This design comes from an exercise in tuning for small area, a short achievable clock period and few clock cycles per item on the open sky130 flow, not from production work. RTL that was checked went through simulation tests only; none was proved equivalent to the original.

==> flow/design.v <==
`default_nettype none
module xtea_add32 (
  input  wire logic [31:0] x,
  input  wire logic [31:0] y,
  input  wire logic        ci,
  output logic [31:0]      s
);
  logic [31:0] p0;
  logic [31:0] g [6];
  logic [31:0] p [6];
  always_comb begin
    p0   = x ^ y;
    p[0] = p0;
    g[0] = x & y;
    g[0][0] = g[0][0] | (p0[0] & ci);
    for (int l = 0; l < 5; l++) begin
      for (int i = 0; i < 32; i++) begin
        if (((i >> l) & 1) == 1) begin
          g[l+1][i] = g[l][i] | (p[l][i] & g[l][((i >> l) << l) - 1]);
          p[l+1][i] = p[l][i] & p[l][((i >> l) << l) - 1];
        end else begin
          g[l+1][i] = g[l][i];
          p[l+1][i] = p[l][i];
        end
      end
    end
    s = p0 ^ {g[5][30:0], ci};
  end
endmodule
`default_nettype wire
`default_nettype none
module xtea_block_cipher (
  input  wire logic        clk,
  input  wire logic        rst,
  input  wire logic        cfg_valid,
  output logic             cfg_ready,
  input  wire logic [2:0]  cfg_index,
  input  wire logic [31:0] cfg_data,
  input  wire logic        in_valid,
  output logic             in_stall,
  input  wire logic [64:0] in_data,
  output logic             out_valid,
  input  wire logic        out_stall,
  output logic [63:0]      out_data
);
  localparam logic [31:0] DELTA     = 32'h9E37_79B9;
  localparam logic [31:0] NEG_DELTA = 32'h61C8_8647;   
  logic [31:0] key [4];
  logic [6:0]  nrounds;
  logic [31:0] dec_sum;
  logic        init;       
  logic        pre;        
  logic        idle;       
  logic        busy;       
  logic        fin;        
  logic        outv;       
  logic        stall_q;    
  logic        ph;         
  logic [6:0]  cnt;
  logic        func;
  logic [31:0] a, b;
  logic [31:0] s;          
  logic [31:0] sk;         
  wire trigger   = rst || (cfg_valid && cfg_index == 3'd4);
  wire cnt_zero  = (cnt == 7'd0);
  wire n_zero    = (nrounds == 7'd0);
  wire accept    = idle && in_valid;
  wire in_dec    = in_data[64];
  logic [31:0] mixed, b_step, sk_sum;
  xtea_add32 u_add_mix (.x((b << 4) ^ (b >> 5)), .y(b), .ci(1'b0), .s(mixed));
  xtea_add32 u_add_b   (.x(a), .y(mixed ^ sk), .ci(func), .s(b_step));
  wire        last   = ph && (cnt == 7'd1);
  wire [31:0] x      = idle ? dec_sum : s;
  wire        neg    = idle || func;
  wire [1:0]  ksel   = (idle || (!ph ^ func)) ? x[12:11] : x[1:0];
  wire [31:0] kword  = key[ksel];
  xtea_add32 u_add_sk  (.x(x), .y(kword), .ci(1'b0), .s(sk_sum));
  wire [31:0] sk_nx  = sk_sum ^ {32{neg}};
  wire [31:0] s_add  = x + ((idle || (busy && func)) ? NEG_DELTA : DELTA);
  assign cfg_ready = 1'b1;
  assign in_stall  = stall_q;
  assign out_valid = outv;
  assign out_data  = {a, s};
  always_ff @(posedge clk) begin
    for (int i = 0; i < 4; i++) begin
      if (rst || (cfg_valid && cfg_index == 3'(i))) key[i] <= cfg_data & {32{!rst}};
    end
    if (rst)                                 nrounds <= 7'd32;
    else if (cfg_valid && cfg_index == 3'd4) nrounds <= cfg_data[6:0];
    if (pre && cnt_zero) dec_sum <= s;
  end
  always_ff @(posedge clk) begin
    if (trigger) begin
      init    <= 1'b1;
      pre     <= 1'b0;
      idle    <= 1'b0;
      busy    <= 1'b0;
      fin     <= 1'b0;
      outv    <= 1'b0;
      stall_q <= 1'b1;
    end else begin
      if (init) begin
        init <= 1'b0;
        pre  <= 1'b1;
      end
      if (pre && cnt_zero) begin
        pre     <= 1'b0;
        idle    <= 1'b1;
        stall_q <= 1'b0;
      end
      if (accept) begin
        idle    <= 1'b0;
        stall_q <= 1'b1;
        if (n_zero) fin  <= 1'b1;
        else        busy <= 1'b1;
      end
      if (busy && last) begin
        busy <= 1'b0;
        fin  <= 1'b1;
      end
      if (fin) begin
        fin  <= 1'b0;
        outv <= 1'b1;
      end
      if (outv && !out_stall) begin
        outv    <= 1'b0;
        idle    <= 1'b1;
        stall_q <= 1'b0;
      end
    end
  end
  always_ff @(posedge clk) begin
    if (init || idle) begin
      cnt <= nrounds;
    end else if (pre) begin
      if (!cnt_zero) cnt <= cnt - 7'd1;
    end else if (busy && ph) begin
      cnt <= cnt - 7'd1;
    end
    if (idle) begin
      func <= in_dec;
      ph   <= 1'b0;
    end else if (busy) begin
      ph <= !ph;
    end
  end
  always_ff @(posedge clk) begin
    if (init)                                s <= '0;
    else if (fin)                            s <= func ? a : b;
    else if (accept)                         s <= in_dec ? s_add : DELTA;
    else if ((pre && !cnt_zero) || (busy && ph)) s <= s_add;
    if (idle && !in_dec) sk <= key[0];
    else                 sk <= sk_nx;
  end
  always_ff @(posedge clk) begin
    if (idle)      a <= in_dec ? in_data[31:0] : in_data[63:32];
    else if (busy) a <= b;
    else if (fin && func) a <= b;
    b <= idle ? (in_dec ? in_data[63:32] : in_data[31:0]) : b_step;
  end
endmodule
`default_nettype wire
Settings: LEC_CHECK=0, CAP_MARGIN=20, CORE_MARGIN=2, CORE_UTILIZATION=40, SLEW_MARGIN=20; clock period 12.0 ns.
standard.sh (not shown) runs the stock make flow with config.mk's settings and CLKGATE_MAP_FILE= SYNTH_SCRIPT=/design/flow/synth_recipe.tcl, a recipe that flattens the netlist after the stock synthesis.
==> flow/flow/run.sh <==
#!/bin/bash
set -euo pipefail
bash standard.sh SETUP_SLACK_MARGIN=7 \
  "BUFFER_PORTS_ARGS=-buffer_cell sky130_fd_sc_hd__buf_1" \
  "CTS_ARGS=-sink_clustering_enable -repair_clock_nets -dont_use_dummy_load -buf_list {sky130_fd_sc_hd__clkbuf_1 sky130_fd_sc_hd__clkbuf_2}" \
  finish > standard_flow.log 2>&1
Testbench counts at the start, summed over its fixed seeds: cycles 34,616, items 512.
Change:
--- a/flow/design.v
+++ b/flow/design.v
@@ -52,7 +52,6 @@
   logic        pre;        
   logic        idle;       
   logic        busy;       
-  logic        fin;        
   logic        outv;       
   logic        stall_q;    
   logic        ph;         
@@ -66,26 +65,26 @@
   wire n_zero    = (nrounds == 7'd0);
   wire accept    = idle && in_valid;
   wire in_dec    = in_data[64];
+  wire in_swap   = in_dec && !n_zero;   
   logic [31:0] mixed, b_step, sk_sum;
   xtea_add32 u_add_mix (.x((b << 4) ^ (b >> 5)), .y(b), .ci(1'b0), .s(mixed));
   xtea_add32 u_add_b   (.x(a), .y(mixed ^ sk), .ci(func), .s(b_step));
   wire        last   = ph && (cnt == 7'd1);
-  wire [31:0] x      = idle ? dec_sum : s;
   wire        neg    = idle || func;
-  wire [1:0]  ksel   = (idle || (!ph ^ func)) ? x[12:11] : x[1:0];
+  wire [1:0]  ksel   = (idle || (!ph ^ func)) ? s[12:11] : s[1:0];
   wire [31:0] kword  = key[ksel];
-  xtea_add32 u_add_sk  (.x(x), .y(kword), .ci(1'b0), .s(sk_sum));
+  xtea_add32 u_add_sk  (.x(s), .y(kword), .ci(1'b0), .s(sk_sum));
   wire [31:0] sk_nx  = sk_sum ^ {32{neg}};
-  wire [31:0] s_add  = x + ((idle || (busy && func)) ? NEG_DELTA : DELTA);
+  wire [31:0] s_add  = s + ((idle || (busy && func)) ? NEG_DELTA : DELTA);
   assign cfg_ready = 1'b1;
   assign in_stall  = stall_q;
   assign out_valid = outv;
-  assign out_data  = {a, s};
+  assign out_data  = {a, b};
   always_ff @(posedge clk) begin
     for (int i = 0; i < 4; i++) begin
       if (rst || (cfg_valid && cfg_index == 3'(i))) key[i] <= cfg_data & {32{!rst}};
     end
-    if (rst)                                 nrounds <= 7'd32;
+    if (rst)                               nrounds <= 7'd32;
     else if (cfg_valid && cfg_index == 3'd4) nrounds <= cfg_data[6:0];
     if (pre && cnt_zero) dec_sum <= s;
   end
@@ -95,7 +94,6 @@
       pre     <= 1'b0;
       idle    <= 1'b0;
       busy    <= 1'b0;
-      fin     <= 1'b0;
       outv    <= 1'b0;
       stall_q <= 1'b1;
     end else begin
@@ -111,15 +109,11 @@
       if (accept) begin
         idle    <= 1'b0;
         stall_q <= 1'b1;
-        if (n_zero) fin  <= 1'b1;
+        if (n_zero) outv <= 1'b1;
         else        busy <= 1'b1;
       end
       if (busy && last) begin
         busy <= 1'b0;
-        fin  <= 1'b1;
-      end
-      if (fin) begin
-        fin  <= 1'b0;
         outv <= 1'b1;
       end
       if (outv && !out_stall) begin
@@ -146,17 +140,20 @@
   end
   always_ff @(posedge clk) begin
     if (init)                                s <= '0;
-    else if (fin)                            s <= func ? a : b;
+    else if (outv)                           s <= dec_sum;
     else if (accept)                         s <= in_dec ? s_add : DELTA;
     else if ((pre && !cnt_zero) || (busy && ph)) s <= s_add;
     if (idle && !in_dec) sk <= key[0];
     else                 sk <= sk_nx;
   end
   always_ff @(posedge clk) begin
-    if (idle)      a <= in_dec ? in_data[31:0] : in_data[63:32];
-    else if (busy) a <= b;
-    else if (fin && func) a <= b;
-    b <= idle ? (in_dec ? in_data[63:32] : in_data[31:0]) : b_step;
+    if (idle) begin
+      a <= in_swap ? in_data[31:0] : in_data[63:32];
+      b <= in_swap ? in_data[63:32] : in_data[31:0];
+    end else if (busy) begin
+      a <= (last && func) ? b_step : b;
+      if (!(last && func)) b <= b_step;
+    end
   end
 endmodule
 `default_nettype wire
Worst setup slack got worse by 0.14 ns; synthesized cell count goes down by 1.1%; wire length rises by 5.8%; global-route usage goes up by 1.7 points; non-clock buffer count rose by 38.
Testbench counts after the change, summed over its fixed seeds: cycles 34,104, items 512.

========
// xtea_block_cipher: RTL as listed in full above, without the edits since
clock: 12.0 ns
lec_check: 0
cap_margin: 20
core_margin: 2
core_utilization: 40
slew_margin: 20
==> flow/flow/run.sh <==
#!/bin/bash
set -euo pipefail
bash standard.sh SETUP_SLACK_MARGIN=7.5 \
  "BUFFER_PORTS_ARGS=-buffer_cell sky130_fd_sc_hd__buf_1" \
  "CTS_ARGS=-sink_clustering_enable -repair_clock_nets -dont_use_dummy_load -buf_list {sky130_fd_sc_hd__clkbuf_1 sky130_fd_sc_hd__clkbuf_2}" \
  finish > standard_flow.log 2>&1
The first run went through all stages and came out clean.
Testbench counts at the start, summed over its fixed seeds: cycles 34,616, items 512.
Next try:
--- a/flow/design.v
+++ b/flow/design.v
@@ -69,17 +69,27 @@
   logic [31:0] mixed, b_step, sk_sum;
   xtea_add32 u_add_mix (.x((b << 4) ^ (b >> 5)), .y(b), .ci(1'b0), .s(mixed));
   xtea_add32 u_add_b   (.x(a), .y(mixed ^ sk), .ci(func), .s(b_step));
   wire        last   = ph && (cnt == 7'd1);
   wire [31:0] x      = idle ? dec_sum : s;
   wire        neg    = idle || func;
-  wire [1:0]  ksel   = (idle || (!ph ^ func)) ? x[12:11] : x[1:0];
-  wire [31:0] kword  = key[ksel];
+  logic [31:0] kword;      
   xtea_add32 u_add_sk  (.x(x), .y(kword), .ci(1'b0), .s(sk_sum));
   wire [31:0] sk_nx  = sk_sum ^ {32{neg}};
   wire [31:0] s_add  = x + ((idle || (busy && func)) ? NEG_DELTA : DELTA);
+  logic [1:0] ksel_nx;
+  always_comb begin
+    if (accept) begin
+      ksel_nx = in_dec ? s_add[1:0] : DELTA[12:11];
+    end else if (busy) begin
+      if (ph ^ func) ksel_nx = ph ? s_add[12:11] : s[12:11];
+      else           ksel_nx = ph ? s_add[1:0]   : s[1:0];
+    end else begin
+      ksel_nx = pre ? s[12:11] : dec_sum[12:11];
+    end
+  end
   assign cfg_ready = 1'b1;
   assign in_stall  = stall_q;
   assign out_valid = outv;
   assign out_data  = {a, s};
   always_ff @(posedge clk) begin
     for (int i = 0; i < 4; i++) begin
@@ -148,12 +158,13 @@
     if (init)                                s <= '0;
     else if (fin)                            s <= func ? a : b;
     else if (accept)                         s <= in_dec ? s_add : DELTA;
     else if ((pre && !cnt_zero) || (busy && ph)) s <= s_add;
     if (idle && !in_dec) sk <= key[0];
     else                 sk <= sk_nx;
+    kword <= key[ksel_nx];
   end
   always_ff @(posedge clk) begin
     if (idle)      a <= in_dec ? in_data[31:0] : in_data[63:32];
     else if (busy) a <= b;
     else if (fin && func) a <= b;
     b <= idle ? (in_dec ? in_data[63:32] : in_data[31:0]) : b_step;
Effect:
- wire length rose by about 2%
- cell area increases by 2.5%
- first-iteration DRC count hardly moves
- global-route usage decreases by 0.54 points
- cell count is higher by about 3.4%
The RTL of the second run of this note was laid out without a check of its function.

## separate check: timing with driven ports
In the flow no input, the clock included, has a driving cell. The finished layouts below were timed again as built, in two steps. Step 1 assumes that a clkbuf_16 drives the clock port and a buf_2 every other input. Step 2 times the ports against the registers' clock, not the clock port: input delays grow and output delays shrink by t, the midpoint of the rising clock arrivals with the driver on. Three values: no drivers, after step 1, after step 2; two values: the first two.
run	shift t [ns]	setup slack, ns	hold slack, ns	clock arrival spread, ns
the first run of note 1	0.899	7.218 / 7.218 / 7.218	0.399 / 0.399 / 0.399	0.125 / 0.125
the second run of note 1	0.980	7.080 / 7.080 / 7.080	0.478 / 0.478 / 0.478	0.136 / 0.137
the first run of note 2	0.987	7.589 / 7.589 / 7.278	0.478 / 0.478 / 0.478	0.119 / 0.120
the second run of note 2	1.008	7.492 / 7.492 / 7.287	0.398 / 0.398 / 0.398	0.095 / 0.095
After both steps every run listed still meets setup and hold. For the first run of note 2, which loses most, drivers alone change the setup slack by 0.000 ns; drivers and shift together by -0.311 ns.
